Source: an optimization exercise on an open RTL-to-GDS flow (aim: small area, a short achievable clock period and few clock cycles per item). Production flows keep margins and buffers that such runs may drop.
Only simulation tests tie the RTL to the original design; equivalence was not proved.
No activity file was given, so power comes from the tool's default toggle rates.

### design/flow/config.mk
export PLATFORM = sky130hd
export DESIGN_NAME = sclane_top
export DESIGN_NICKNAME = sclane_top
export VERILOG_FILES = /design/flow/design.v
export SDC_FILE = /design/flow/constraint.sdc
export NUM_CORES = 4
export LEC_CHECK = 0
export CAP_MARGIN = 20
export CORE_MARGIN = 2
export CORE_UTILIZATION = 40
export SETUP_SLACK_MARGIN = 5
export SLEW_MARGIN = 20
export TNS_END_PERCENT = 100
### design/flow/design.v
`default_nettype none
package sclane_pkg;
  localparam int unsigned NLANES     = 32;
  localparam int unsigned TIME_W     = 31;
  localparam int unsigned TEXT_W     = 16;
  localparam int unsigned SPAN_W     = 16;
  localparam logic [15:0] WWIDTH_RST = 16'd1280;
  localparam logic [5:0]  LCOUNT_RST = 6'd12;
  localparam logic [15:0] SPAN_RST   = 16'd400;
  localparam int unsigned ENTRY_MARGIN = 10;
endpackage
`default_nettype wire
`default_nettype none
module scrolling_comment_lane_allocator_core (
  input  wire logic        clk,
  input  wire logic        rst_n,
  input  wire logic        in_valid,
  output logic             in_ready,
  input  wire logic [48:0] in_data,
  output logic             out_valid,
  input  wire logic        out_ready,
  output logic [5:0]       out_data,
  input  wire logic        cfg_valid,
  output logic             cfg_ready,
  input  wire logic [1:0]  cfg_index,
  input  wire logic [15:0] cfg_data
);
  localparam int NL = 32;
  function automatic logic [64:0] addc(input logic [31:0] a, input logic [31:0] b,
                                       input logic cin);
    logic [31:0] g, p, gg, pp;
    logic [32:0] c;
    g  = a & b;
    p  = a ^ b;
    gg = g;
    pp = p;
    gg[0] = g[0] | (p[0] & cin);
    for (int l = 0; l < 5; l++)
      for (int i = 0; i < 32; i++)
        if (((i >> l) & 1) == 1) begin
          gg[i] = gg[i] | (pp[i] & gg[((i >> (l + 1)) << (l + 1)) + (1 << l) - 1]);
          pp[i] = pp[i] & pp[((i >> (l + 1)) << (l + 1)) + (1 << l) - 1];
        end
    c = {gg, cin};
    addc = {c, p ^ c[31:0]};
  endfunction
  function automatic logic le32(input logic [31:0] x, input logic [31:0] y);
    logic [31:0] g, p;
    g = x & ~y;
    p = x | ~y;
    for (int s = 1; s < 32; s = s * 2)
      for (int i = 0; i < 32; i += 2 * s) begin
        g[i] = g[i + s] | (p[i + s] & g[i]);
        p[i] = p[i + s] & p[i];
      end
    le32 = !g[0];
  endfunction
  function automatic logic sum_le(input logic [30:0] t0, input logic [15:0] sh0,
                                  input logic [30:0] key);
    logic [31:0] a, b, k, s, c, g, p;
    a = {1'b0, t0};
    b = {16'b0, sh0};
    k = ~{1'b0, key};
    s = a ^ b ^ k;
    c = (a & b) | (a & k) | (b & k);
    g = s & {c[30:0], 1'b0};
    p = s | {c[30:0], 1'b0};
    for (int st = 1; st < 32; st = st * 2)
      for (int i = 0; i < 32; i += 2 * st) begin
        g[i] = g[i + st] | (p[i + st] & g[i]);
        p[i] = p[i + st] & p[i];
      end
    sum_le = !(g[0] | c[31]);
  endfunction
  function automatic logic [17:0] dstep(input logic [16:0] rem, input logic nb,
                                        input logic [16:0] den);
    logic [64:0] r;
    logic [17:0] tr;
    tr = {rem, nb};
    r  = addc({14'b0, tr}, {14'b0, ~{1'b0, den}}, 1'b1);
    if (r[50]) dstep = {1'b1, r[16:0]};
    else       dstep = {1'b0, tr[16:0]};
  endfunction
  function automatic logic [18:0] r4step(input logic [16:0] rem, input logic [1:0] nb,
                                         input logic [16:0] den, input logic [18:0] den3);
    logic [18:0] tr;
    logic [64:0] a1, a2, a3;
    tr = {rem, nb};
    a1 = addc({13'b0, tr}, {13'b0, ~{2'b0, den}}, 1'b1);
    a2 = addc({13'b0, tr}, {13'b0, ~{1'b0, den, 1'b0}}, 1'b1);
    a3 = addc({13'b0, tr}, {13'b0, ~den3}, 1'b1);
    if (a3[51])      r4step = {2'd3, a3[16:0]};
    else if (a2[51]) r4step = {2'd2, a2[16:0]};
    else if (a1[51]) r4step = {2'd1, a1[16:0]};
    else             r4step = {2'd0, tr[16:0]};
  endfunction
  function automatic logic [NL-1:0] first_one(input logic [NL-1:0] x);
    logic [NL-1:0] p;   
    p = {x[NL-2:0], 1'b0};
    for (int s = 1; s < NL; s = s * 2) p = p | (p << s);
    first_one = x & ~p;
  endfunction
  function automatic logic [4:0] enc(input logic [NL-1:0] oh);
    enc = '0;
    for (int i = 0; i < NL; i++) if (oh[i]) enc = enc | 5'(i);
  endfunction
  assign cfg_ready = 1'b1;
  logic        cfg_v_r;
  logic [1:0]  cfg_i_r;
  logic [15:0] cfg_d_r;
  logic [15:0] ww_r, sp_r;
  logic [5:0]  lc_r;
  logic [16:0] ks_r;      
  logic [16:0] kb_r;      
  logic [17:0] w3_r;      
  logic        chg;
  always_ff @(posedge clk) begin
    cfg_v_r <= cfg_valid & rst_n;
    cfg_i_r <= cfg_index;
    cfg_d_r <= cfg_data;
    ks_r    <= {1'b0, sp_r} + 17'd11;
    kb_r    <= {1'b0, sp_r} + 17'd1;
    w3_r    <= {2'b0, ww_r} + {1'b0, ww_r, 1'b0};
  end
  assign chg = cfg_v_r && ((cfg_i_r == 2'd0 && cfg_d_r != ww_r) ||
                           (cfg_i_r == 2'd2 && cfg_d_r != sp_r));
  always_ff @(posedge clk) begin
    if (!rst_n) begin
      ww_r <= sclane_pkg::WWIDTH_RST;
      lc_r <= sclane_pkg::LCOUNT_RST;
      sp_r <= sclane_pkg::SPAN_RST;
    end else if (cfg_v_r) begin
      if (cfg_i_r == 2'd0) ww_r <= cfg_d_r;
      if (cfg_i_r == 2'd1) lc_r <= cfg_d_r[5:0];
      if (cfg_i_r == 2'd2) sp_r <= cfg_d_r;
    end
  end
  logic [NL-1:0] amask;
  always_comb begin
    for (int j = 0; j < NL; j++)
      amask[j] = (j == 0) || (lc_r > 6'(j));
  end
  logic [31:0] sw_r;
  logic        mbusy;
  logic [1:0]  mcnt;
  logic [3:0]  sbits;
  logic [31:0] madd;
  always_comb begin
    sbits = sp_r[15 - 4 * mcnt -: 4];
    madd  = {sw_r[27:0], 4'b0} + {12'b0, 20'(ww_r) * 20'(sbits)};
  end
  always_ff @(posedge clk) begin
    if (!rst_n) begin
      sw_r  <= 32'd512000;
      mbusy <= 1'b0;
      mcnt  <= '0;
    end else if (chg) begin
      sw_r  <= '0;
      mbusy <= 1'b1;
      mcnt  <= '0;
    end else if (mbusy) begin
      sw_r  <= madd;
      mcnt  <= mcnt + 1'b1;
      if (mcnt == 2'd3) mbusy <= 1'b0;
    end
  end
  logic [30:0] lt [NL];    
  logic [15:0] lx [NL];    
  logic [15:0] lsh[NL];    
  logic [30:0] lb [NL];    
  logic stall;             
  logic outstall_r;
  typedef enum logic [2:0] {B_IDLE, B_PA, B_PB, B_FINAL, B_WRITE} bst_t;
  bst_t        bst;
  logic [4:0]  bcnt;
  logic [31:0] bval, pk_r;
  logic        anyp_r;
  logic        probe;
  logic [NL-1:0] rcp;      
  logic [NL-1:0] lnz;
  logic [NL-1:0] rc_oh;
  logic          rc_go;
  logic [15:0]   rc_x;
  always_comb begin
    for (int j = 0; j < NL; j++) lnz[j] = |lx[j];
    rc_oh = first_one(rcp);
    rc_go = !mbusy && (rcp != '0);
    rc_x  = '0;
    for (int j = 0; j < NL; j++) if (rc_oh[j]) rc_x = rc_x | lx[j];
  end
  always_ff @(posedge clk) begin
    if (!rst_n)     rcp <= '0;
    else if (chg)   rcp <= lnz;
    else if (rc_go) rcp <= rcp & ~rc_oh;
  end
  logic        s0_v, s0_rc, sk_v;
  logic [48:0] s0_d, sk_d;
  logic        in_ready_r;
  logic        acc, s0_en;
  assign acc      = in_valid && in_ready_r;
  assign in_ready = in_ready_r;
  assign s0_en    = !stall || !s0_v;
  logic sk_v_n;
  always_comb begin
    sk_v_n = sk_v;
    if (s0_en)    sk_v_n = 1'b0;
    else if (acc) sk_v_n = 1'b1;
  end
  always_ff @(posedge clk) begin
    if (!rst_n) begin
      s0_v <= 1'b0;
      sk_v <= 1'b0;
      in_ready_r <= 1'b0;
    end else begin
      if (s0_en) s0_v <= sk_v || acc || rc_go;
      sk_v <= sk_v_n;
      in_ready_r <= !sk_v_n && !cfg_valid && !chg &&
                    !(mbusy && mcnt != 2'd3) &&
                    ((rcp == '0) || (rc_go && (rcp & ~rc_oh) == '0));
    end
  end
  always_ff @(posedge clk) begin
    if (s0_en) begin
      s0_rc <= !sk_v && rc_go;
      if (sk_v)       s0_d <= sk_d;
      else if (rc_go) s0_d <= {26'b0, enc(rc_oh), rc_x, 2'b0};
      else            s0_d <= in_data;
    end
    if (stall && s0_v && !sk_v) sk_d <= in_data;
  end
  logic        d1_v, d1_rc, d1_bot;
  logic [30:0] d1_t;
  logic [16:0] d1_den, d1_rem;
  logic [18:0] d1_den3;
  logic [1:0]  d1_q;
  logic [16:0] d1_den_n;
  logic [18:0] d1_st;
  logic [64:0] d1_add, d1_add3;
  logic [18:0] d1_s3, d1_c3;
  always_comb begin
    d1_add   = addc({16'b0, ww_r}, {16'b0, s0_d[17:2]}, 1'b0);
    d1_den_n = d1_add[16:0];
    d1_s3    = {1'b0, w3_r} ^ {3'b0, s0_d[17:2]} ^ {2'b0, s0_d[17:2], 1'b0};
    d1_c3    = ({1'b0, w3_r} & {3'b0, s0_d[17:2]}) | ({1'b0, w3_r} & {2'b0, s0_d[17:2], 1'b0}) |
               ({3'b0, s0_d[17:2]} & {2'b0, s0_d[17:2], 1'b0});
    d1_add3  = addc({13'b0, d1_s3}, {13'b0, d1_c3[17:0], 1'b0}, 1'b0);
    d1_st    = r4step({1'b0, sw_r[31:16]}, sw_r[15:14], d1_den_n, d1_add3[18:0]);
  end
  always_ff @(posedge clk) begin
    if (!rst_n) d1_v <= 1'b0;
    else if (!stall) d1_v <= s0_v;
    if (!stall) begin
      d1_rc  <= s0_rc;
      d1_bot <= (s0_d[1:0] == 2'd1) && !s0_rc;
      d1_t   <= s0_d[48:18];
      d1_den <= d1_den_n;
      d1_den3 <= d1_add3[18:0];
      d1_rem <= d1_st[16:0];
      d1_q   <= d1_st[18:17];
    end
  end
  logic        d2_v, d2_rc, d2_bot;
  logic [30:0] d2_t;
  logic [16:0] d2_den, d2_rem;
  logic [18:0] d2_den3;
  logic [5:0] d2_q;
  logic [18:0] d2_st0, d2_st1;
  always_comb begin
    d2_st0 = r4step(d1_rem, sw_r[13:12], d1_den, d1_den3);
    d2_st1 = r4step(d2_st0[16:0], sw_r[11:10], d1_den, d1_den3);
  end
  always_ff @(posedge clk) begin
    if (!rst_n) d2_v <= 1'b0;
    else if (!stall) d2_v <= d1_v;
    if (!stall) begin
      d2_rc   <= d1_rc;
      d2_bot  <= d1_bot;
      d2_t    <= d1_t;
      d2_den  <= d1_den;
      d2_den3 <= d1_den3;
      d2_rem  <= d2_st1[16:0];
      d2_q    <= {d1_q, d2_st0[18:17], d2_st1[18:17]};
    end
  end
  logic        d3_v, d3_rc, d3_bot;
  logic [30:0] d3_t;
  logic [16:0] d3_den, d3_rem;
  logic [18:0] d3_den3;
  logic [9:0] d3_q;
  logic [18:0] d3_st0, d3_st1;
  always_comb begin
    d3_st0 = r4step(d2_rem, sw_r[9:8], d2_den, d2_den3);
    d3_st1 = r4step(d3_st0[16:0], sw_r[7:6], d2_den, d2_den3);
  end
  always_ff @(posedge clk) begin
    if (!rst_n) d3_v <= 1'b0;
    else if (!stall) d3_v <= d2_v;
    if (!stall) begin
      d3_rc   <= d2_rc;
      d3_bot  <= d2_bot;
      d3_t    <= d2_t;
      d3_den  <= d2_den;
      d3_den3 <= d2_den3;
      d3_rem  <= d3_st1[16:0];
      d3_q    <= {d2_q, d3_st0[18:17], d3_st1[18:17]};
    end
  end
  logic        d4_v, d4_rc, d4_bot;
  logic [30:0] d4_t;
  logic [16:0] d4_den, d4_rem;
  logic [18:0] d4_den3;
  logic [13:0] d4_q;
  logic [18:0] d4_st0, d4_st1;
  always_comb begin
    d4_st0 = r4step(d3_rem, sw_r[5:4], d3_den, d3_den3);
    d4_st1 = r4step(d4_st0[16:0], sw_r[3:2], d3_den, d3_den3);
  end
  always_ff @(posedge clk) begin
    if (!rst_n) d4_v <= 1'b0;
    else if (!stall) d4_v <= d3_v;
    if (!stall) begin
      d4_rc   <= d3_rc;
      d4_bot  <= d3_bot;
      d4_t    <= d3_t;
      d4_den  <= d3_den;
      d4_den3 <= d3_den3;
      d4_rem  <= d4_st1[16:0];
      d4_q    <= {d3_q, d4_st0[18:17], d4_st1[18:17]};
    end
  end
  logic [18:0] p_st;
  logic [15:0] p_q;
  logic        p_rnz, p_zero;
  logic [64:0] p_key, p_ks, p_kv, p_w;
  always_comb begin
    p_st   = r4step(d4_rem, sw_r[1:0], d4_den, d4_den3);
    p_zero = (d4_den == '0);
    p_q    = p_zero ? 16'd0 : {d4_q, p_st[18:17]};
    p_rnz  = (p_st[16:0] != '0);
    p_key  = addc({1'b0, d4_t}, ~32'd10, 1'b1);
    p_ks   = addc({1'b0, d4_t}, ~{15'b0, (d4_bot ? kb_r : ks_r)}, 1'b1);
    p_kv   = addc(p_ks[31:0], {16'b0, (d4_bot ? 16'd0 : p_q)}, 1'b0);
    p_w    = addc({16'b0, d4_den[15:0]}, ~{16'b0, ww_r}, 1'b1);
  end
  logic        c_v, c_rc, c_bot, c_none, c_nonev, c_rnz, c_zero;
  logic [30:0] c_t, c_key;
  logic [31:0] c_kv;
  logic [15:0] c_q, c_w;
  always_ff @(posedge clk) begin
    if (!rst_n) c_v <= 1'b0;
    else if (!stall) c_v <= d4_v;
    if (!stall) begin
      c_rc    <= d4_rc;
      c_bot   <= d4_bot;
      c_t     <= d4_t;
      c_key   <= p_key[30:0];
      c_none  <= !p_key[64];
      c_kv    <= p_kv[31:0];
      c_nonev <= !p_ks[64] && !p_kv[64];
      c_q     <= p_q;
      c_rnz   <= p_rnz;
      c_zero  <= p_zero;
      c_w     <= p_w[15:0];
    end
  end
  logic          s_v, s_bot;
  logic [30:0]   s_t;
  logic [15:0]   s_w, s_sh;
  logic [NL-1:0] s_fit, s_fixoh;
  logic          s_fnew;
  logic [64:0] c_sh_add;
  logic [15:0] c_sh;
  always_comb begin
    c_sh_add = addc({16'b0, sp_r}, {16'b0, ~c_q}, !c_rnz);
    c_sh     = c_zero ? 16'd0 : c_sh_add[15:0];
  end
  assign probe = (bst == B_PA) || (bst == B_FINAL);
  logic [31:0] kv_eff;
  logic        nonev_eff, vbot;
  assign kv_eff    = probe ? pk_r : c_kv;
  assign nonev_eff = c_nonev && !probe;
  assign vbot      = c_bot && !probe;
  logic [NL-1:0] c1, cv, fit;
  logic          fnew, c1_off;
  assign c1_off = c_bot || probe;
  always_comb begin
    for (int j = 0; j < NL; j++) begin
      c1[j]  = sum_le(lt[j], lsh[j], c_key);
      cv[j]  = le32({1'b0, (vbot ? lb[j] : lt[j])}, kv_eff);
      fit[j] = amask[j] && cv[j] && !nonev_eff && (c1_off || (c1[j] && !c_none));
    end
    fnew = !c_nonev && le32({1'b0, s_t}, c_kv) &&
           (c_bot || (!c_none && sum_le(s_t, s_sh, c_key)));
  end
  logic [NL-1:0] fitp, oh, we_oh;
  logic          anyf, nf, sel_go;
  logic [5:0]    res;
  always_comb begin
    fitp   = (s_fit & ~s_fixoh) | (s_fixoh & {NL{s_fnew}});
    anyf   = |fitp;
    nf     = s_v && !s_bot && !anyf && (bst == B_IDLE);
    stall  = outstall_r || nf || (bst != B_IDLE && bst != B_WRITE);
    sel_go = s_v && !stall;
    oh     = first_one(fitp);
    oh[0]  = oh[0] | !anyf;
    we_oh  = sel_go ? oh : '0;
    res    = {enc(oh), (bst == B_WRITE)};
  end
  always_ff @(posedge clk) begin
    if (!rst_n) s_v <= 1'b0;
    else if (!stall) s_v <= c_v && !c_rc;
    if (!stall) begin
      s_bot   <= c_bot;
      s_t     <= c_t;
      s_w     <= c_w;
      s_sh    <= c_sh;
      s_fit   <= fit;
      s_fixoh <= (s_bot == c_bot) ? we_oh : '0;
      s_fnew  <= fnew;
    end else if (bst == B_FINAL) begin
      s_fit   <= fit;
      s_fixoh <= '0;
    end
  end
  logic [31:0] bval_n;
  assign bval_n = anyp_r ? (bval & ~(32'd1 << bcnt)) : bval;
  always_ff @(posedge clk) begin
    if (!rst_n) begin
      bst <= B_IDLE;
    end else begin
      case (bst)
        B_IDLE: if (nf) begin
          bst  <= B_PA;
          bval <= {1'b0, {31{1'b1}}};
          bcnt <= 5'd30;
          pk_r <= {2'b0, {30{1'b1}}};
        end
        B_PA: begin
          anyp_r <= |fit;
          bst    <= B_PB;
        end
        B_PB: begin
          bval <= bval_n;
          pk_r <= (bcnt == 5'd0) ? bval_n : (bval_n & ~(32'd1 << (bcnt - 1'b1)));
          bcnt <= bcnt - 1'b1;
          bst  <= (bcnt == 5'd0) ? B_FINAL : B_PA;
        end
        B_FINAL: bst <= B_WRITE;
        default: if (sel_go) bst <= B_IDLE;
      endcase
    end
  end
  logic        rc_wr;
  logic [30:0] wd_t;
  logic [15:0] wd_w, wd_sh;
  assign rc_wr = c_v && c_rc;
  assign wd_t  = rst_n ? s_t : '0;
  assign wd_w  = rst_n ? s_w : '0;
  assign wd_sh = !rst_n ? '0 : (rc_wr ? c_sh : s_sh);
  always_ff @(posedge clk) begin
    for (int j = 0; j < NL; j++) begin
      if (!rst_n || (we_oh[j] && !s_bot)) begin
        lt[j] <= wd_t;
        lx[j] <= wd_w;
      end
      if (!rst_n || (we_oh[j] && !s_bot) || (rc_wr && c_t[4:0] == 5'(j)))
        lsh[j] <= wd_sh;
      if (!rst_n || (we_oh[j] && s_bot)) lb[j] <= wd_t;
    end
  end
  logic       o_v, ob_v;
  logic [5:0] o_d, ob_d;
  logic       pop;
  logic       o_v_n, ob_v_n;
  assign pop = o_v && out_ready;
  always_comb begin
    o_v_n  = o_v;
    ob_v_n = ob_v;
    if (!o_v || pop) begin
      if (ob_v) begin
        o_v_n  = 1'b1;
        ob_v_n = sel_go;
      end else begin
        o_v_n  = sel_go;
      end
    end else if (sel_go) begin
      ob_v_n = 1'b1;
    end
  end
  always_ff @(posedge clk) begin
    if (!rst_n) begin
      o_v <= 1'b0;
      ob_v <= 1'b0;
      outstall_r <= 1'b0;
    end else begin
      o_v <= o_v_n;
      ob_v <= ob_v_n;
      outstall_r <= o_v_n && ob_v_n;
    end
    if (!o_v || pop) o_d <= ob_v ? ob_d : res;
    if (sel_go && (ob_v || !(!o_v || pop))) ob_d <= res;
  end
  assign out_valid = o_v;
  assign out_data  = o_d;
endmodule
`default_nettype wire
`default_nettype none
module sclane_top (
  input  wire logic        clk,
  input  wire logic        rst_n,
  input  wire logic        in_valid,
  output logic             in_ready,
  input  wire logic [48:0] in_data,
  output logic             out_valid,
  input  wire logic        out_ready,
  output logic [5:0]       out_data,
  input  wire logic        cfg_valid,
  output logic             cfg_ready,
  input  wire logic [1:0]  cfg_index,
  input  wire logic [15:0] cfg_data
);
  scrolling_comment_lane_allocator_core u_core (
    .clk       (clk),
    .rst_n     (rst_n),
    .in_valid  (in_valid),
    .in_ready  (in_ready),
    .in_data   (in_data),
    .out_valid (out_valid),
    .out_ready (out_ready),
    .out_data  (out_data),
    .cfg_valid (cfg_valid),
    .cfg_ready (cfg_ready),
    .cfg_index (cfg_index),
    .cfg_data  (cfg_data)
  );
endmodule
`default_nettype wire
### design/flow/run.sh
#!/bin/bash
# synth_recipe.tcl (not shown) runs the flow's synth.tcl, then flattens the netlist and writes it again
# the make line also repeats each setting of config.mk as NAME=value (left out here)
make -C /OpenROAD-flow-scripts/flow DESIGN_CONFIG=/design/flow/config.mk WORK_HOME=/design/flow/orfs CLKGATE_MAP_FILE= SYNTH_SCRIPT=/design/flow/synth_recipe.tcl finish
### design/flow/constraint.sdc
create_clock -name core_clock -period 12.0 [get_ports {clk}]
set_input_delay 2.4000 -clock core_clock [delete_from_list [all_inputs] [get_ports {clk}]]
set_output_delay 2.4000 -clock core_clock [all_outputs]
set_load 0.01 [all_outputs]
==> notes.md, run 1 <==
Hold Path Depth 0; final-stage net count 20,516; FF+latch count, synth 4,015; P_leak 0.0951 µW; design area 247,000 µm²; CTS Buf Count 437; Synth Area in Adders 0.138; CTS max path bufs 4; synth top area cells edfxtp_1 52%, fa_1 6.1%, ha_1 6.0%; crit path launch type register; Rel. slew slack 0.136; Final Total Pwr 70,200 µW; H-tree Lvls 5; cell area after synthesis 220,000 µm²; I/O pin cnt 81; YS warnings 5; area of the die 556,000 µm²; largest net degree at the start of global routing 147; Final ANT Viol Nets 0; Worst R2R End u_core.anyp_r$_DFFE_PP_; Synth Area in XOR/XNOR 0.0166; EDFF count, synth 3,825; crit path DAT 8.09 ns; outcome finished clean; Pre-Repair DR Iteration Count 9; # DRC 0; estimated wirelength of the detail-placed design 552,000 µm; grt peak-use layer met2; worst clock skew 0.122 ns; Total GRT Usage 0.272; die width 745 µm; clock root cell clkbuf_16; Mapped Cells 18,382; worst slew pin tran 1.29 ns; cell mode on critical path nor4_1; reg-to-reg startpoint u_core.bst[0]$_SDFFE_PN0P_; hold crit path type register to register; Final Hold Violating Endpoints 0; worst setup path class register to register; Max Fanout on Critical Path 58; FF-to-FF setup slack 4.82 ns; Netlist cell types 111; GPL Wtd Cong 0.974; multiplexer area fraction after synthesis 0.0290; vias after detailed routing 161,453; GR Overflow Total 0; initial antenna violation count 74; Initial Util 0.401; CP Capture Type register; GR Util met2 0.433; Hold Startpoint u_core.d2_q[3]$_SDFFCE_PN1N_; Final Routed Wirelength 786,000 µm; CP cell instances nand2b_4, nand2_8, buf_4, mux2i_1, nor2_1, nor4_1, o221ai_1, nor4_1, o211ai_1, a311oi_1, nor4_1, and4b_1, and4bb_1, nand4bb_1; first-pass GRT wire length 1,110,000 µm; RSZ-0062 raised after global routing false; Pins Over Slew Limit 0; Max IR drop VDD 358 µV; via/cell ratio 6.12; Clock Latency Late Sink 1.08 ns; Synth Area in Simple Gates 0.0909; Final min period 7.18 ns; met1 Use GR 0.353; clock sink total 4,015; Tcrit/Tclk final 0.599; R2R depth 14; main combinational cell family by area after synthesis compound AO/OA/AOI/OAI gates; Die Height 745 µm; vias in the first global route 157,666; setup TNS 0 ns; Core Rows 272; Synth Area per Inst 12.0 µm²; Clock transition at path regs 0.06 ns; CTS tree built; M3 GR Usage 0.0508; hold endpoint u_core.d3_q[7]$_DFFE_PN_; fmax 139 MHz; Async SR Flop Fraction 0; Crit path buffers/inverters 1; max incr delay on CP 0.90 ns; post-synth top area cell edfxtp_1; CP max stage cell nor4_1; core area 548,000 µm²; Port Buffers 79; Worst path top cell family by delay simple AND/OR/NAND/NOR gates; top cell type's share of synthesized area 0.522; post-synthesis sequential area ratio 0.540; critical path data required time 12.91 ns; setup violators final 0; synth-to-layout area growth 12.5%; routed len/inst 29.8 µm; share of cells above drive strength 1 0.0901; Synth Area in Compound Gates 0.144; 1st-iter DRT viols 20,622; Syn Nets 20,174; DP Area 232,000 µm²; Synth Flop Type edfxtp_1; PwrDens 284 nW/µm²; Post-CTS Hold Fix Bufs 0; MaxCap Viol Count 0
==> registers in the layout (all words and copies together), names as in the netlist, 49 cells and up <==
name         cells
u_core.lt      992
u_core.sk_d     49
u_core.s0_d     49
u_core.lx      512
u_core.lb      992
u_core.lsh     512
==> synth_stat cells, types with 190 or more instances <==
library cell / n
maj3_1: 381
inv_1: 1477
o21ai_0: 895
xnor2_1: 236
fa_1: 668
dfxtp_1: 190
a22oi_1: 244
o22ai_1: 319
nand2_1: 1191
ha_1: 1052
mux2i_1: 515
clkbuf_1: 349
edfxtp_1: 3825
nand3_1: 432
nor3_1: 302
a21oi_1: 1267
nor2_1: 1084
nor4_1: 212
==> cell type report <==
class	count	area, µm²
repair inverters	1	5.00
fillers	49543	301000
inverters	1479	5570
clock buffers	539	11500
diodes	15	37.5
clock inverters	274	2700
well taps	7261	9080
repair buffers	612	5150
flip-flops and latches	4015	119000
multi-input cells	12178	94600
==> layout by cell type (no fill, tap or decap), types with 244 or more instances in the layout <==
master	instances
a21oi_1	1248
nor2_1	1049
buf_4	497
nand3_1	428
clkbuf_16	443
inv_1	1451
a22oi_1	244
maj3_1	381
o22ai_1	318
edfxtp_1	3825
mux2i_1	492
o21ai_0	794
fa_1	666
nor3_1	298
ha_1	1049
nand2_1	1181
==> stage by stage <==
stage          setup WS [ns]  hold slack [ns]  utilization  instances
4_1_cts                 5.01            0.393        0.450      26324
3_5_place_dp            3.14            0.405        0.423      25483
5_1_grt                 4.95            0.415        0.451      26361
3_3_place_gp            3.09            0.401        0.423      25479
6_report                4.82            0.395        0.451      26374
2_1_floorplan          0.381            0.400            -      18382
==> what timing repair did <==
item / 4_1_cts / 5_1_grt
hold endpoints to repair: 0 / 0
setup buffers: 24 / 30
setup endpoints to repair: 76 / 76
resized for setup: 96 / 99
cloned: 4 / 3
pin swaps: 17 / 32
==> worst max path at each step <==
stage,endpoint,startpoint,slack [ns],cells past startpoint
after floorplan,u_core.lt[21][0]$_DFFE_PP_,u_core.s_fnew$_DFFE_PN_,0.38,14
after global placement,u_core.d2_rem[0]$_DFFE_PN_,u_core.d1_den[0]$_DFFE_PN_,3.09,28
after detailed placement,u_core.d2_rem[16]$_DFFE_PN_,u_core.d1_den[0]$_DFFE_PN_,3.14,27
after CTS,u_core.d2_rem[16]$_DFFE_PN_,u_core.sw_r[12]$_SDFFE_PN1P_,5.01,27
after global routing,u_core.d3_rem[15]$_DFFE_PN_,u_core.sw_r[8]$_SDFFE_PP0P_,4.95,31
final,u_core.anyp_r$_DFFE_PP_,u_core.bst[0]$_SDFFE_PN0P_,4.82,14
==> where the power goes <==
group	internal, µW	leakage (µW)	switching, µW
Sequential	18400	0.0413	1410
Combinational	14000	0.0469	22900
Clock	7710	0.00691	5880
Total	40100	0.0951	30200
==> logic make-up after synthesis <==
group           count (synthesis)
buf+inv                      2191
compound gates               4829
fa+ha+maj                    2108
xor+xnor                      416
flops                        4015
mux                           619
simple gates                 4203
other cells                     1
==> metal layers <==
| layer | wire, µm | share of wire |
|---|---|---|
| met5 | 274 | 0.00035 |
| met4 | 51400 | 0.065 |
| met3 | 79500 | 0.10 |
| met2 | 354000 | 0.45 |
| met1 | 301000 | 0.38 |
Testbench counts, summed over its fixed seeds: cycles 5,254, items 4,800.
==> inputs of run 2 (changes only) <==
--- a/design/flow/design.v
+++ b/design/flow/design.v
@@ -173,7 +173,7 @@
   typedef enum logic [2:0] {B_IDLE, B_PA, B_PB, B_FINAL, B_WRITE} bst_t;
   bst_t        bst;
   logic [4:0]  bcnt;
-  logic [31:0] bval, pk_r;
+  logic [31:0] bval, pk;
   logic        anyp_r;
   logic        probe;
   logic [NL-1:0] rcp;      
@@ -193,40 +193,32 @@
     else if (chg)   rcp <= lnz;
     else if (rc_go) rcp <= rcp & ~rc_oh;
   end
-  logic        s0_v, s0_rc, sk_v;
-  logic [48:0] s0_d, sk_d;
+  logic        s0_v, s0_rc;
+  logic [48:0] s0_d;
   logic        in_ready_r;
-  logic        acc, s0_en;
+  logic        acc, s0_en, s0_v_n;
+  logic        hold_pred;    
   assign acc      = in_valid && in_ready_r;
   assign in_ready = in_ready_r;
   assign s0_en    = !stall || !s0_v;
-  logic sk_v_n;
-  always_comb begin
-    sk_v_n = sk_v;
-    if (s0_en)    sk_v_n = 1'b0;
-    else if (acc) sk_v_n = 1'b1;
-  end
+  assign s0_v_n   = s0_en ? (acc || rc_go) : s0_v;
   always_ff @(posedge clk) begin
     if (!rst_n) begin
       s0_v <= 1'b0;
-      sk_v <= 1'b0;
       in_ready_r <= 1'b0;
     end else begin
-      if (s0_en) s0_v <= sk_v || acc || rc_go;
-      sk_v <= sk_v_n;
-      in_ready_r <= !sk_v_n && !cfg_valid && !chg &&
+      s0_v <= s0_v_n;
+      in_ready_r <= !(s0_v_n && hold_pred) && !cfg_valid && !chg &&
                     !(mbusy && mcnt != 2'd3) &&
                     ((rcp == '0) || (rc_go && (rcp & ~rc_oh) == '0));
     end
   end
   always_ff @(posedge clk) begin
     if (s0_en) begin
-      s0_rc <= !sk_v && rc_go;
-      if (sk_v)       s0_d <= sk_d;
-      else if (rc_go) s0_d <= {26'b0, enc(rc_oh), rc_x, 2'b0};
-      else            s0_d <= in_data;
+      s0_rc <= rc_go;
+      if (rc_go) s0_d <= {26'b0, enc(rc_oh), rc_x, 2'b0};
+      else       s0_d <= in_data;
     end
-    if (stall && s0_v && !sk_v) sk_d <= in_data;
   end
   logic        d1_v, d1_rc, d1_bot;
   logic [30:0] d1_t;
@@ -375,9 +367,10 @@
     c_sh     = c_zero ? 16'd0 : c_sh_add[15:0];
   end
   assign probe = (bst == B_PA) || (bst == B_FINAL);
+  assign pk    = (bst == B_FINAL) ? bval : (bval & ~(32'd1 << bcnt));
   logic [31:0] kv_eff;
   logic        nonev_eff, vbot;
-  assign kv_eff    = probe ? pk_r : c_kv;
+  assign kv_eff    = probe ? pk : c_kv;
   assign nonev_eff = c_nonev && !probe;
   assign vbot      = c_bot && !probe;
   logic [NL-1:0] c1, cv, fit;
@@ -392,19 +385,22 @@
     fnew = !c_nonev && le32({1'b0, s_t}, c_kv) &&
            (c_bot || (!c_none && sum_le(s_t, s_sh, c_key)));
   end
-  logic [NL-1:0] fitp, oh, we_oh;
-  logic          anyf, nf, sel_go;
+  logic [NL-1:0] fitp, fo, oh, we_oh;
+  logic          anyf, nf, sel_go, go_base;
   logic [5:0]    res;
   always_comb begin
-    fitp   = (s_fit & ~s_fixoh) | (s_fixoh & {NL{s_fnew}});
-    anyf   = |fitp;
-    nf     = s_v && !s_bot && !anyf && (bst == B_IDLE);
-    stall  = outstall_r || nf || (bst != B_IDLE && bst != B_WRITE);
-    sel_go = s_v && !stall;
-    oh     = first_one(fitp);
-    oh[0]  = oh[0] | !anyf;
-    we_oh  = sel_go ? oh : '0;
-    res    = {enc(oh), (bst == B_WRITE)};
+    fitp    = (s_fit & ~s_fixoh) | (s_fixoh & {NL{s_fnew}});
+    anyf    = |fitp;
+    nf      = s_v && !s_bot && !anyf && (bst == B_IDLE);
+    stall   = outstall_r || nf || (bst != B_IDLE && bst != B_WRITE);
+    sel_go  = s_v && !stall;
+    fo      = first_one(fitp);
+    go_base = s_v && !outstall_r && (bst == B_IDLE || bst == B_WRITE);
+    we_oh   = go_base ? fo : '0;
+    we_oh[0] = we_oh[0] | (go_base && s_bot && !anyf);
+    oh      = fo;
+    oh[0]   = oh[0] | !anyf;
+    res     = {enc(oh), (bst == B_WRITE)};
   end
   always_ff @(posedge clk) begin
     if (!rst_n) s_v <= 1'b0;
@@ -433,7 +429,6 @@
           bst  <= B_PA;
           bval <= {1'b0, {31{1'b1}}};
           bcnt <= 5'd30;
-          pk_r <= {2'b0, {30{1'b1}}};
         end
         B_PA: begin
           anyp_r <= |fit;
@@ -441,7 +436,6 @@
         end
         B_PB: begin
           bval <= bval_n;
-          pk_r <= (bcnt == 5'd0) ? bval_n : (bval_n & ~(32'd1 << (bcnt - 1'b1)));
           bcnt <= bcnt - 1'b1;
           bst  <= (bcnt == 5'd0) ? B_FINAL : B_PA;
         end
@@ -500,6 +494,10 @@
     if (!o_v || pop) o_d <= ob_v ? ob_d : res;
     if (sel_go && (ob_v || !(!o_v || pop))) ob_d <= res;
   end
+  logic nf_pred, busy_n;
+  assign nf_pred   = c_v && !c_rc && !c_bot && ((fit & ~we_oh) == '0);
+  assign busy_n    = (bst == B_IDLE && nf) || bst == B_PA || bst == B_PB;
+  assign hold_pred = (o_v_n && ob_v_n) || busy_n || nf_pred;
   assign out_valid = o_v;
   assign out_data  = o_d;
 endmodule
==> notes.md, run 2 <==
estimated wirelength of the detail-placed design 557,000 µm (was 552,000 µm); clock sink total 3,933 (was 4,015); crit path launch type register (unchanged); biggest regs u_core.lb x992, u_core.lt x992 (unchanged); FILL cells 48,820 (was 49,543); worst slew pin tran 1.26 ns (was 1.29 ns); non-filler cells, final 26,225 (was 26,374); via/cell ratio 6.11 (was 6.12); Clock Latency Late Sink 1.10 ns (was 1.08 ns); DP Area 229,000 µm² (was 232,000 µm²); Total GRT Usage 0.274 (was 0.272); clock root cell clkbuf_16 (unchanged); P_leak 0.0948 µW (was 0.0951 µW); H-tree Lvls 5 (unchanged); RSZ-0062 raised after global routing false (unchanged); Die Height 741 µm (was 745 µm); critical path data required time 12.95 ns (was 12.91 ns); area of the die 549,000 µm² (was 556,000 µm²); PwrDens 289 nW/µm² (was 284 nW/µm²); most frequent cell after synthesis edfxtp_1 (unchanged); worst setup path class register to register (unchanged); cell area after synthesis 217,000 µm² (was 220,000 µm²); Rel. slew slack 0.159 (was 0.136); Max IR drop VDD 474 µV (was 358 µV); Synth Area per Inst 11.9 µm² (was 12.0 µm²); design area 245,000 µm² (was 247,000 µm²); Final ANT Viol Nets 0 (unchanged); outcome finished clean (unchanged); Core Rows 270 (was 272); CP Capture Type register (unchanged); Pins Over Slew Limit 0 (unchanged); Storage cell area 116,000 µm² (was 119,000 µm²); Placed Cells 25,311 (was 25,483); 1st-iter DRT viols 20,417 (was 20,622); Final Total Pwr 70,800 µW (was 70,200 µW); Port Buffers 79 (unchanged); Final min period 7.15 ns (was 7.18 ns); Final Routed Wirelength 779,000 µm (was 786,000 µm); routed len/inst 29.7 µm (was 29.8 µm); Pre-Repair DR Iteration Count 9 (unchanged); CTS tree built (unchanged); worst clock skew 0.110 ns (was 0.122 ns); CTS Buf Count 426 (was 437); synth top area cells edfxtp_1 52%, fa_1 6.2%, ha_1 6.1% (was edfxtp_1 52%, fa_1 6.1%, ha_1 6.0%); hold crit path type register to register (unchanged); Synth Flop Type edfxtp_1 (unchanged); FF+latch count, synth 3,933 (was 4,015); Async SR Flop Fraction 0 (unchanged); core area 541,000 µm² (was 548,000 µm²); Syn Nets 20,030 (was 20,174); final-stage net count 20,434 (was 20,516); die width 741 µm (was 745 µm); EDFF count, synth 3,744 (was 3,825); GR Overflow Total 0 (unchanged); Final Hold Violating Endpoints 0 (unchanged); vias in the first global route 156,826 (was 157,666); Post-CTS Hold Fix Bufs 0 (unchanged); crit path DAT 8.09 ns (about the same); largest net degree at the start of global routing 155 (was 147); most frequent cells in the layout 3,744 x edfxtp_1, 1,456 x inv_1, 1,326 x nand2_1 (was 3,825 x edfxtp_1, 1,451 x inv_1, 1,248 x a21oi_1); Initial Util 0.402 (was 0.401); Hold Startpoint u_core.d1_t[3]$_DFFE_PN_ (was u_core.d2_q[3]$_SDFFCE_PN1N_); initial antenna violation count 48 (was 74); GPL Wtd Cong 0.974 (about the same); post-synthesis sequential area ratio 0.535 (was 0.540); # DRC 0 (unchanged); Crit. Startpoint u_core.bcnt[0]$_SDFFCE_PN0P_ (was u_core.bst[0]$_SDFFE_PN0P_); CTS max path bufs 4 (unchanged); Tcrit/Tclk final 0.596 (was 0.599); DP Worst Slack 3.32 ns (was 3.14 ns); synth-to-layout area growth 12.9% (was 12.5%); Clock transition at path regs 0.06 ns (about the same); share of cells above drive strength 1 0.0980 (was 0.0901); I/O pin cnt 81 (unchanged); MaxCap Viol Count 0 (unchanged); setup TNS 0 ns (unchanged); top cell type's share of synthesized area 0.518 (was 0.522); vias after detailed routing 160,142 (was 161,453); setup violators final 0 (unchanged); multi-input combinational cell area 94,400 µm² (was 94,600 µm²); reg-to-reg startpoint u_core.bcnt[0]$_SDFFCE_PN0P_ (was u_core.bst[0]$_SDFFE_PN0P_); post-synth top area cell edfxtp_1 (unchanged); YS warnings 5 (unchanged); most common cell after layout, fill and taps aside edfxtp_1 (unchanged); Final WS setup 4.85 ns (was 4.82 ns); Post-synth top cells 3,744 x edfxtp_1, 1,489 x inv_1, 1,331 x nand2_1, 1,075 x a21oi_1, 1,062 x nor2_1 (was 3,825 x edfxtp_1, 1,477 x inv_1, 1,267 x a21oi_1, 1,191 x nand2_1, 1,084 x nor2_1); Netlist cell types 117 (was 111); Max Fanout on Critical Path 23 (was 58); first-pass GRT wire length 1,100,000 µm (was 1,110,000 µm); Mapped Cells 18,238 (was 18,382); fmax 140 MHz (was 139 MHz)
-- run 2: cell count changes in the layout (fill, tap and decap cells not counted), moves of 44 or more --
| cell | change |
|---|---|
| o211ai_1 | -44 |
| edfxtp_1 | -81 |
| buf_4 | +52 |
| o21ai_1 | -46 |
| nand2_1 | +145 |
| a222oi_1 | +59 |
| and3_1 | -51 |
| a221oi_1 | -48 |
| a21oi_1 | -190 |
| nand3_1 | -65 |
-- run 2: metrics by stage --
step / hold WS (ns) / util
CTS: 0.402 / 0.451
detailed placement: 0.405 / 0.423
finish: 0.394 / 0.453
global route: 0.407 / 0.453
floorplan: 0.400 / -
global placement: 0.400 / 0.423
-- run 2: cell families (layout without fill, tap and decap cells) --
group / count (synthesis) / in the layout / synth area share
flops: 3933 / 3933 / 0.535
fa+ha+maj: 2167 / 2167 / 0.143
simple gates: 4354 / 4359 / 0.0963
other cells: 1 / 18 / 0.0000173
buf+inv: 2194 / 2951 / 0.0413
compound gates: 4591 / 4591 / 0.140
mux: 602 / 602 / 0.0284
xor+xnor: 396 / 396 / 0.0160
-- run 2: what timing repair did --
item | in CTS | in global routing
resized for setup | 129 | 129
pin swaps | 41 | 80
setup endpoints to repair | 79 | 90
cloned | 7 | 4
endpoints found under the hold margin | 0 | 0
setup buffers | 42 | 53
-- run 2: worst paths after layout --
kind | end | cells past startpoint | slack [ns]
worst max-delay path | u_core.in_ready_r$_SDFF_PN0_ | 19 | 4.85
worst min-delay path | u_core.d2_t[3]$_DFFE_PN_ | 0 | 0.39
worst max register to register | u_core.in_ready_r$_SDFF_PN0_ | 19 | 4.85
worst min register to register | u_core.d2_t[3]$_DFFE_PN_ | 0 | 0.39
-- run 2: metal layers --
metal,wire [µm],GRT usage,up-vias
met2,355000,0.438,8394
met5,90,0,-
met4,44700,0.136,12
met1,298000,0.354,80517
met3,81800,0.0578,1657
li1,-,-,69562
-- run 2: report_power, final --
group	leakage (µW)	internal, µW	switching, µW
Clock	0.00683	7710	5830
Combinational	0.0475	14400	23200
Sequential	0.0405	18100	1600
-- run 2: critical path: stages, from the launching register on --
cell and delay (ns):
edfxtp_1 0.44, inv_1 0.16, ha_1 0.80, inv_1 0.54, nor3_1 0.47, buf_4 0.29, nor2_4 0.10, buf_4 0.27
buf_4 0.31, a22oi_1 0.28, nand3_1 0.12, o211ai_1 0.41, a21oi_1 0.26, maj3_2 0.37, o21a_1 0.19, o211a_1 0.50
a221o_1 0.44, a211o_1 0.28, nor4b_2 0.56, a21oi_1 0.15
-- run 2: layout make-up --
type / instances / area share
diodes: 17 / 0.000173
clock buffers: 542 / 0.0462
clock inverters: 244 / 0.0115
inverters: 1492 / 0.0229
multi-input cells: 12116 / 0.385
flip-flops and latches: 3933 / 0.474
well taps: 7208 / 0.0368
repair buffers: 673 / 0.0236
Testbench counts of run 2, summed over its fixed seeds: cycles 5,254, items 4,800.
==> inputs of run 3 (changes only) <==
--- a/design/flow/design.v
+++ b/design/flow/design.v
@@ -323,7 +323,8 @@
   logic [18:0] p_st;
   logic [15:0] p_q;
   logic        p_rnz, p_zero;
-  logic [64:0] p_key, p_ks, p_kv, p_w;
+  logic [64:0] p_key, p_ks, p_kv, p_w, p_sha;
+  logic [15:0] p_sh;
   always_comb begin
     p_st   = r4step(d4_rem, sw_r[1:0], d4_den, d4_den3);
     p_zero = (d4_den == '0);
@@ -333,11 +334,13 @@
     p_ks   = addc({1'b0, d4_t}, ~{15'b0, (d4_bot ? kb_r : ks_r)}, 1'b1);
     p_kv   = addc(p_ks[31:0], {16'b0, (d4_bot ? 16'd0 : p_q)}, 1'b0);
     p_w    = addc({16'b0, d4_den[15:0]}, ~{16'b0, ww_r}, 1'b1);
+    p_sha  = addc({16'b0, sp_r}, {16'b0, ~p_q}, !p_rnz);
+    p_sh   = p_zero ? 16'd0 : p_sha[15:0];
   end
-  logic        c_v, c_rc, c_bot, c_none, c_nonev, c_rnz, c_zero;
+  logic        c_v, c_rc, c_bot, c_none, c_nonev;
   logic [30:0] c_t, c_key;
   logic [31:0] c_kv;
-  logic [15:0] c_q, c_w;
+  logic [15:0] c_sh, c_w;
   always_ff @(posedge clk) begin
     if (!rst_n) c_v <= 1'b0;
     else if (!stall) c_v <= d4_v;
@@ -349,23 +352,14 @@
       c_none  <= !p_key[64];
       c_kv    <= p_kv[31:0];
       c_nonev <= !p_ks[64] && !p_kv[64];
-      c_q     <= p_q;
-      c_rnz   <= p_rnz;
-      c_zero  <= p_zero;
+      c_sh    <= p_sh;
       c_w     <= p_w[15:0];
     end
   end
   logic          s_v, s_bot;
   logic [30:0]   s_t;
   logic [15:0]   s_w, s_sh;
-  logic [NL-1:0] s_fit, s_fixoh;
-  logic          s_fnew;
-  logic [64:0] c_sh_add;
-  logic [15:0] c_sh;
-  always_comb begin
-    c_sh_add = addc({16'b0, sp_r}, {16'b0, ~c_q}, !c_rnz);
-    c_sh     = c_zero ? 16'd0 : c_sh_add[15:0];
-  end
+  logic [NL-1:0] s_fit;
   assign probe = (bst == B_PA) || (bst == B_FINAL);
   assign pk    = (bst == B_FINAL) ? bval : (bval & ~(32'd1 << bcnt));
   logic [31:0] kv_eff;
@@ -385,11 +379,14 @@
     fnew = !c_nonev && le32({1'b0, s_t}, c_kv) &&
            (c_bot || (!c_none && sum_le(s_t, s_sh, c_key)));
   end
+  logic [NL-1:0] fixv, fitx;
+  assign fixv = (s_bot == c_bot) ? we_oh : '0;
+  assign fitx = (fit & ~fixv) | (fixv & {NL{fnew}});
   logic [NL-1:0] fitp, fo, oh, we_oh;
   logic          anyf, nf, sel_go, go_base;
   logic [5:0]    res;
   always_comb begin
-    fitp    = (s_fit & ~s_fixoh) | (s_fixoh & {NL{s_fnew}});
+    fitp    = s_fit;
     anyf    = |fitp;
     nf      = s_v && !s_bot && !anyf && (bst == B_IDLE);
     stall   = outstall_r || nf || (bst != B_IDLE && bst != B_WRITE);
@@ -410,12 +407,9 @@
       s_t     <= c_t;
       s_w     <= c_w;
       s_sh    <= c_sh;
-      s_fit   <= fit;
-      s_fixoh <= (s_bot == c_bot) ? we_oh : '0;
-      s_fnew  <= fnew;
+      s_fit   <= fitx;
     end else if (bst == B_FINAL) begin
       s_fit   <= fit;
-      s_fixoh <= '0;
     end
   end
   logic [31:0] bval_n;
@@ -495,7 +489,7 @@
     if (sel_go && (ob_v || !(!o_v || pop))) ob_d <= res;
   end
   logic nf_pred, busy_n;
-  assign nf_pred   = c_v && !c_rc && !c_bot && ((fit & ~we_oh) == '0);
+  assign nf_pred   = c_v && !c_rc && !c_bot && (fitx == '0);
   assign busy_n    = (bst == B_IDLE && nf) || bst == B_PA || bst == B_PB;
   assign hold_pred = (o_v_n && ob_v_n) || busy_n || nf_pred;
   assign out_valid = o_v;
--- a/design/flow/config.mk
+++ b/design/flow/config.mk
@@ -7,7 +7,7 @@
 export LEC_CHECK = 0
 export CAP_MARGIN = 20
 export CORE_MARGIN = 2
-export CORE_UTILIZATION = 40
+export CORE_UTILIZATION = 50
 export SETUP_SLACK_MARGIN = 5
 export SLEW_MARGIN = 20
 export TNS_END_PERCENT = 100
==> notes.md, run 3 <==
crit path launch type register (unchanged); most common cell after layout, fill and taps aside edfxtp_1 (unchanged); max incr delay on CP 0.97 ns (was 0.80 ns); most frequent cells in the layout 3,709 x edfxtp_1, 1,452 x inv_1, 1,243 x nand2_1 (was 3,744 x edfxtp_1, 1,456 x inv_1, 1,326 x nand2_1); setup TNS 0 ns (unchanged); worst slew pin tran 1.25 ns (was 1.26 ns); Pre-Repair DR Iteration Count 10 (was 9); Port Buffers 79 (unchanged); setup violators final 0 (unchanged); Net Sw Frac 0.443 (was 0.432); CTS Buf Count 430 (was 426); combinational share of power 0.548 (was 0.530); biggest regs u_core.lb x992, u_core.lt x992 (unchanged); H-tree Lvls 5 (unchanged); MaxCap Viol Count 0 (unchanged); area of the die 441,000 µm² (was 549,000 µm²); die width 664 µm (was 741 µm); Mapped Cells 18,423 (was 18,238); GR Overflow Total 0 (unchanged); Initial Util 0.502 (was 0.402); PwrDens 294 nW/µm² (was 289 nW/µm²); non-filler cells, final 25,039 (was 26,225); Final ANT Viol Nets 0 (unchanged); Final min period 7.21 ns (was 7.15 ns); hold crit path type register to register (unchanged); share of cells above drive strength 1 0.104 (was 0.0980); via/cell ratio 6.67 (was 6.11); post-synthesis sequential area ratio 0.529 (was 0.535); synth-to-layout area growth 12.5% (was 12.9%); first-pass GRT wire length 1,190,000 µm (was 1,100,000 µm); post-synth top area cell edfxtp_1 (unchanged); fmax 139 MHz (was 140 MHz); Tcrit/Tclk final 0.600 (was 0.596); clock power share 0.183 (was 0.191); largest net degree at the start of global routing 149 (was 155); core area 434,000 µm² (was 541,000 µm²); Worst path top cell family by delay simple AND/OR/NAND/NOR gates (was compound AO/OA/AOI/OAI gates); Final Hold Violating Endpoints 0 (unchanged); CTS max path bufs 4 (unchanged); Cell Int Power 40,100 µW (was 40,200 µW); Clock Latency Late Sink 1.08 ns (was 1.10 ns); Final WS setup 4.79 ns (was 4.85 ns); most frequent cell after synthesis edfxtp_1 (unchanged); Die Height 664 µm (was 741 µm); clock root cell clkbuf_16 (unchanged); hold_ws 0.355 ns (was 0.394 ns); Synth Flop Type edfxtp_1 (unchanged); sw power 31,900 µW (was 30,600 µW); estimated wirelength of the detail-placed design 614,000 µm (was 557,000 µm); vias after detailed routing 166,972 (was 160,142); critical path data required time 12.79 ns (was 12.95 ns); CTS tree built (unchanged); cell area after synthesis 218,000 µm² (was 217,000 µm²); synth top area cells edfxtp_1 51%, fa_1 6.1%, ha_1 6.0% (was edfxtp_1 52%, fa_1 6.2%, ha_1 6.1%); EDFF count, synth 3,709 (was 3,744); Max IR drop VDD 404 µV (was 474 µV); worst clock skew 0.114 ns (was 0.110 ns); Final Routed Wirelength 858,000 µm (was 779,000 µm); Max Fanout on Critical Path 23 (unchanged); CP max stage cell o21ai_0 (was ha_1); Total GRT Usage 0.378 (was 0.274); Clock transition at path regs 0.06 ns (about the same); GPL Wtd Cong 1.01 (was 0.974); # DRC 0 (unchanged); sequential share of power 0.269 (was 0.279); Core Rows 242 (was 270); Rel. slew slack 0.159 (about the same); Netlist cell types 112 (was 117); Post-synth top cells 3,709 x edfxtp_1, 1,492 x inv_1, 1,255 x nand2_1, 1,110 x a21oi_1, 1,052 x ha_1 (was 3,744 x edfxtp_1, 1,489 x inv_1, 1,331 x nand2_1, 1,075 x a21oi_1, 1,062 x nor2_1); Placed Cells 24,057 (was 25,311); I/O pin cnt 81 (unchanged); CP cell instances inv_1, ha_1, buf_4, nand3b_1, nor2_4, nor2_4, buf_4, or2_2, nand2_1, nand2_1, maj3_1, o21a_1, a21oi_2, nor2_1, o21ai_0, o2111ai_1, or4_1 (was inv_1, ha_1, inv_1, nor3_1, buf_4, nor2_4, buf_4, buf_4, a22oi_1, nand3_1, o211ai_1, a21oi_1, maj3_2, o21a_1, o211a_1, a221o_1, a211o_1, nor4b_2, a21oi_1); vias in the first global route 161,640 (was 156,826); routed len/inst 34.3 µm (was 29.7 µm); CP Capture Type register (unchanged); Pins Over Slew Limit 0 (unchanged); Async SR Flop Fraction 0 (unchanged); Syn Nets 20,215 (was 20,030); 1st-iter DRT viols 22,045 (was 20,417); worst setup path class register to register (unchanged); crit path DAT 7.99 ns (was 8.09 ns); final-stage net count 20,702 (was 20,434); FF+latch count, synth 3,898 (was 3,933); Crit path buffers/inverters 3 (was 5); P_leak 0.0955 µW (was 0.0948 µW); top cell type's share of synthesized area 0.511 (was 0.518); initial antenna violation count 62 (was 48); RSZ-0062 raised after global routing true (was false); DP Worst Slack 3.13 ns (was 3.32 ns); YS warnings 5 (unchanged); Synth Area per Inst 11.8 µm² (was 11.9 µm²); clock sink total 3,898 (was 3,933); outcome finished clean (unchanged)
[run 3: cell count changes after synthesis, sizes merged, moves of 50 or more]
cell	previous run	this run
clkbuf	397	459
buf	305	255
maj3	447	334
a222oi	125	70
a221oi	128	203
nor2b	209	146
nand2	1335	1255
o22ai	322	372
mux2i	522	607
o21ai	946	883
[run 3: final timing paths]
kind	to	slack, ns	from	depth (start not counted)
worst max-delay path	u_core.anyp_r$_DFFE_PP_	4.79	u_core.bcnt[1]$_SDFFCE_PP1P_	17
worst min register to register	u_core.s_t[5]$_DFFE_PN_	0.35	u_core.c_t[5]$_DFFE_PN_	0
worst max register to register	u_core.anyp_r$_DFFE_PP_	4.79	u_core.bcnt[1]$_SDFFCE_PP1P_	17
worst min-delay path	u_core.s_t[5]$_DFFE_PN_	0.35	u_core.c_t[5]$_DFFE_PN_	0
[run 3: layer usage]
layer,wire length (µm),share of wire,track usage
met5,312,0.00036,0.00293
met2,381000,0.44,0.589
met1,310000,0.36,0.471
met3,89800,0.10,0.0767
met4,76800,0.090,0.275
[run 3: cell families (layout without fill, tap and decap cells)]
group	after synthesis	after routing	share of synthesized area
flip-flops	3898	3898	0.529
multiplexers	706	706	0.0332
AND/OR/NAND/NOR	4280	4283	0.0946
AO/OA/AOI/OAI	4869	4869	0.150
adder cells (fa/ha/maj)	2054	2054	0.137
buffers and inverters	2210	3063	0.0395
XOR/XNOR	405	405	0.0163
other	1	27	0.0000172
[run 3: area by class of cell]
class | instances | area, µm²
Sequential cell | 3898 | 115000
Multi-Input combinational cell | 12318 | 96900
Timing Repair Buffer | 766 | 6410
Inverter | 1496 | 5640
Fill cell | 36800 | 189000
Clock inverter | 262 | 2250
Clock buffer | 539 | 11400
Tap cell | 5734 | 7170
Antenna cell | 26 | 65.1
[run 3: metrics by stage]
stage / instance area [µm²] / utilization / total power, µW
final: 245000 / 0.564 / 71900
after global routing: 245000 / 0.564 / 75400
after CTS: 244000 / 0.561 / 69700
after detailed placement: 229000 / 0.527 / 55400
after global placement: 229000 / 0.527 / 55000
after floorplan: 218000 / - / 42400
[run 3: power groups by stage]
| stage | combinational, µW | clock (µW) | sequential (µW) |
|---|---|---|---|
| after floorplan | 23300 | 0 | 19100 |
| after global placement | 35400 | 0 | 19600 |
| after detailed placement | 35800 | 0 | 19600 |
| after CTS | 37100 | 13200 | 19300 |
| after global routing | 42100 | 13800 | 19500 |
| final | 39400 | 13200 | 19400 |
[run 3: worst register-to-register path: stages, from the launching register on]
cell	delay, ns
edfxtp_1	0.44
inv_1	0.13
ha_1	0.42
buf_4	0.42
nand3b_1	0.53
nor2_4	0.53
nor2_4	0.28
buf_4	0.35
or2_2	0.40
nand2_1	0.08
nand2_1	0.07
maj3_1	0.35
o21a_1	0.20
a21oi_2	0.66
nor2_1	0.11
o21ai_0	0.97
o2111ai_1	0.47
or4_1	0.54
[run 3: timing repair]
item,CTS,global route
setup endpoints to repair,81,84
hold buffers,0,0
buffers inserted,57,90
endpoints found under the hold margin,0,0
cloned,2,6
pin swaps,44,88
gates resized for setup,147,136
Testbench counts of run 3, summed over its fixed seeds: cycles 5,254, items 4,800.
==> inputs of run 4 (changes only) <==
--- a/design/flow/config.mk
+++ b/design/flow/config.mk
@@ -8,6 +8,7 @@
 export CAP_MARGIN = 20
 export CORE_MARGIN = 2
 export CORE_UTILIZATION = 50
+export CTS_BUF_LIST = sky130_fd_sc_hd__clkbuf_8
 export SETUP_SLACK_MARGIN = 5
 export SLEW_MARGIN = 20
 export TNS_END_PERCENT = 100
==> notes.md, run 4 <==
most common cell after layout, fill and taps aside edfxtp_1 (unchanged); FF+latch count, synth 3,898 (unchanged); Cell Int Power 38,500 µW (was 40,100 µW); CP Capture Type register (unchanged); CTS max path bufs 4 (unchanged); crit path DAT 8.37 ns (was 7.99 ns); design area 244,000 µm² (was 245,000 µm²); setup TNS 0 ns (unchanged); Final min period 7.36 ns (was 7.21 ns); CP cell instances inv_1, ha_1, buf_4, nand3b_1, nor2_4, nor2_4, buf_4, or2_2, nand2_1, nand2_1, maj3_1, o21a_1, a21oi_2, nor2_1, o21ai_0, o2111ai_1, or4_1 (unchanged); GPL Wtd Cong 1.01 (unchanged); Storage cell area 115,000 µm² (about the same); cell area after synthesis 218,000 µm² (unchanged); synth top area cells edfxtp_1 51%, fa_1 6.1%, ha_1 6.0% (unchanged); crit path launch type register (unchanged); Synth Area in Adders 0.137 (unchanged); Final Hold Violating Endpoints 0 (unchanged); die width 664 µm (unchanged); worst setup path class register to register (unchanged); Total GRT Usage 0.380 (was 0.378); combinational share of power 0.558 (was 0.548); Max Fanout on Critical Path 23 (unchanged); top cell type's share of synthesized area 0.511 (unchanged); clock root cell clkbuf_8 (was clkbuf_16); synth-to-layout area growth 11.9% (was 12.5%); reg-to-reg startpoint u_core.bcnt[1]$_SDFFCE_PP1P_ (unchanged); Net Sw Frac 0.453 (was 0.443); Final ANT Viol Nets 0 (unchanged); area of the die 441,000 µm² (unchanged); setup violators final 0 (unchanged); via/cell ratio 6.62 (was 6.67); PwrDens 289 nW/µm² (was 294 nW/µm²); Rel. slew slack 0.112 (was 0.159); first-pass GRT wire length 1,190,000 µm (about the same); most frequent cells in the layout 3,709 x edfxtp_1, 1,676 x inv_1, 1,243 x nand2_1 (was 3,709 x edfxtp_1, 1,452 x inv_1, 1,243 x nand2_1); Clock Latency Late Sink 1.29 ns (was 1.08 ns); Max IR drop VDD 405 µV (was 404 µV); Crit. Startpoint u_core.bcnt[1]$_SDFFCE_PP1P_ (unchanged); Core Rows 242 (unchanged); Tcrit/Tclk final 0.613 (was 0.600); main combinational cell family by area after synthesis compound AO/OA/AOI/OAI gates (unchanged); P_leak 0.0960 µW (was 0.0955 µW); most frequent cell after synthesis edfxtp_1 (unchanged); Synth Flop Type edfxtp_1 (unchanged); post-synth top area cell edfxtp_1 (unchanged); critical path data required time 13.02 ns (was 12.79 ns); Synth Area in XOR/XNOR 0.0163 (unchanged); H-tree Lvls 6 (was 5); multi-input combinational cell area 96,900 µm² (about the same); Port Buffers 79 (unchanged); Syn Nets 20,215 (unchanged); fmax 136 MHz (was 139 MHz); YS warnings 5 (unchanged); max incr delay on CP 0.99 ns (was 0.97 ns); FILL cells 37,267 (was 36,800); Post-synth top cells 3,709 x edfxtp_1, 1,492 x inv_1, 1,255 x nand2_1, 1,110 x a21oi_1, 1,052 x ha_1 (unchanged); MaxCap Viol Count 0 (unchanged); FF-to-FF setup slack 4.64 ns (was 4.79 ns); clock sink total 3,898 (unchanged); CTS tree built (unchanged); final-stage net count 20,927 (was 20,702); Async SR Flop Fraction 0 (unchanged); routed len/inst 33.9 µm (was 34.3 µm); RSZ-0062 raised after global routing true (unchanged); vias in the first global route 163,427 (was 161,640); sequential share of power 0.275 (was 0.269); Synth Area in Compound Gates 0.150 (unchanged); CP max stage cell o21ai_0 (unchanged); # DRC 0 (unchanged); share of cells above drive strength 1 0.111 (was 0.104); initial antenna violation count 58 (was 62); DP Area 229,000 µm² (unchanged); GR Overflow Total 0 (unchanged); Crit path buffers/inverters 3 (unchanged); Synth Area per Inst 11.8 µm² (unchanged); Final Routed Wirelength 861,000 µm (was 858,000 µm); Worst path top cell family by delay simple AND/OR/NAND/NOR gates (unchanged); multiplexer area fraction after synthesis 0.0332 (unchanged); hold crit path type register to register (unchanged); Pins Over Slew Limit 0 (unchanged); vias after detailed routing 168,424 (was 166,972); Netlist cell types 112 (unchanged); I/O pin cnt 81 (unchanged); biggest regs u_core.lb x992, u_core.lt x992 (unchanged); Hold Startpoint u_core.d2_t[17]$_DFFE_PN_ (was u_core.c_t[5]$_DFFE_PN_); 1st-iter DRT viols 21,968 (was 22,045); Clock transition at path regs 0.07 ns (was 0.06 ns); Die Height 664 µm (unchanged); sw power 31,900 µW (about the same); largest net degree at the start of global routing 149 (unchanged); Initial Util 0.502 (unchanged); Synth Area in Simple Gates 0.0946 (unchanged); worst clock skew 0.0964 ns (was 0.114 ns); Pre-Repair DR Iteration Count 10 (unchanged); outcome finished clean (unchanged); clock power share 0.167 (was 0.183); estimated wirelength of the detail-placed design 614,000 µm (unchanged); worst slew pin tran 1.33 ns (was 1.25 ns); CTS Buf Count 676 (was 430); core area 434,000 µm² (unchanged); EDFF count, synth 3,709 (unchanged); Mapped Cells 18,423 (unchanged); post-synthesis sequential area ratio 0.529 (unchanged)
[run 4: cell counts after synthesis]
Identical to the previous run, type by type.
[run 4: layout make-up]
type	count	area share
antenna	37	0.000380
clock buffer	709	0.0400
clock inverter	504	0.0114
inverter	1496	0.0231
multi-input combinational	12318	0.398
sequential	3898	0.472
tap	5734	0.0294
timing repair buffer	745	0.0256
[run 4: timing repair]
item | 4_1_cts | 5_1_grt
cloned | 3 | 5
setup endpoints to repair | 82 | 83
buffers inserted | 57 | 67
hold buffers | 0 | 0
resized for setup | 149 | 125
pin swaps | 47 | 79
[run 4: logic make-up after synthesis]
| kind of cell | count (synthesis) |
|---|---|
| mux | 706 |
| xor+xnor | 405 |
| flops | 3898 |
| fa+ha+maj | 2054 |
| simple gates | 4280 |
| other cells | 1 |
| compound gates | 4869 |
| buf+inv | 2210 |
[run 4: path summary, 6_finish.rpt]
check,endpoint,cells after the start
setup / recovery,u_core.anyp_r$_DFFE_PP_,17
hold / removal,u_core.d3_t[17]$_DFFE_PN_,0
setup reg to reg,u_core.anyp_r$_DFFE_PP_,17
hold reg to reg,u_core.d3_t[17]$_DFFE_PN_,0
[run 4: metal layers]
layer  up-vias  track usage  part of all wire
li1      71681            -                 -
met1     83825        0.471              0.36
met2     10396        0.589              0.44
met3      2502       0.0788              0.10
met4        20        0.283             0.091
met5         -      0.00293           0.00064
[run 4: power groups by stage]
stage / registers, µW / logic, µW / clock network (µW)
after floorplan: 19100 / 23300 / 0
after global placement: 19600 / 35400 / 0
after detailed placement: 19600 / 35800 / 0
after CTS: 19300 / 37200 / 11800
after global routing: 19500 / 42000 / 12400
final: 19400 / 39300 / 11700
[run 4: worst register-to-register path, stage by stage, from the launching register on]
cell	delay (ns)
edfxtp_1	0.44
inv_1	0.13
ha_1	0.44
buf_4	0.43
nand3b_1	0.60
nor2_4	0.56
nor2_4	0.28
buf_4	0.35
or2_2	0.40
nand2_1	0.08
nand2_1	0.07
maj3_1	0.36
o21a_1	0.21
a21oi_2	0.66
nor2_1	0.11
o21ai_0	0.99
o2111ai_1	0.48
or4_1	0.55
[run 4: per-stage QoR]
stage / cells / power, µW / utilization / hold slack (ns) / worst slack (ns)
CTS: 25330 / 68300 / 0.559 / 0.404 / 5.00
detailed placement: 24057 / 55400 / 0.527 / 0.405 / 3.13
floorplan: 18423 / 42400 / - / 0.400 / 0.987
finish: 25441 / 70400 / 0.561 / 0.389 / 4.64
global route: 25413 / 73900 / 0.561 / 0.412 / 4.92
global placement: 24053 / 55000 / 0.527 / 0.401 / 2.96

separate check: timing with driven ports:
How much do the figures lean on ideal ports? The routed layouts below were timed once more, with nothing changed but the port constraints. Step 1 (the two cells are an assumption about what drives the block):
set clk [get_ports {clk}]
set_driving_cell -lib_cell sky130_fd_sc_hd__clkbuf_16 $clk
set_driving_cell -lib_cell sky130_fd_sc_hd__buf_2 [delete_from_list [all_inputs] $clk]
Step 2, shift: input delay + t, output delay - t, t = (earliest + latest rising clock arrival at the registers) / 2. This alone moves slack from input paths to output paths. Three values: ideal, step 1, step 2; two values: the first two.
run | t, ns | slack for setup (ns) | worst data-port slew with drivers (ns)
run 1 | 1.162 | 4.818 / 4.818 / 4.818 | 0.23
run 2 | 1.155 | 4.852 / 4.852 / 4.852 | 0.10
run 3 | 1.116 | 4.795 / 4.795 / 4.795 | 0.13
run 4 | 1.375 | 4.643 / 4.643 / 4.643 | 0.13
After both steps setup and hold are still met in every run listed.
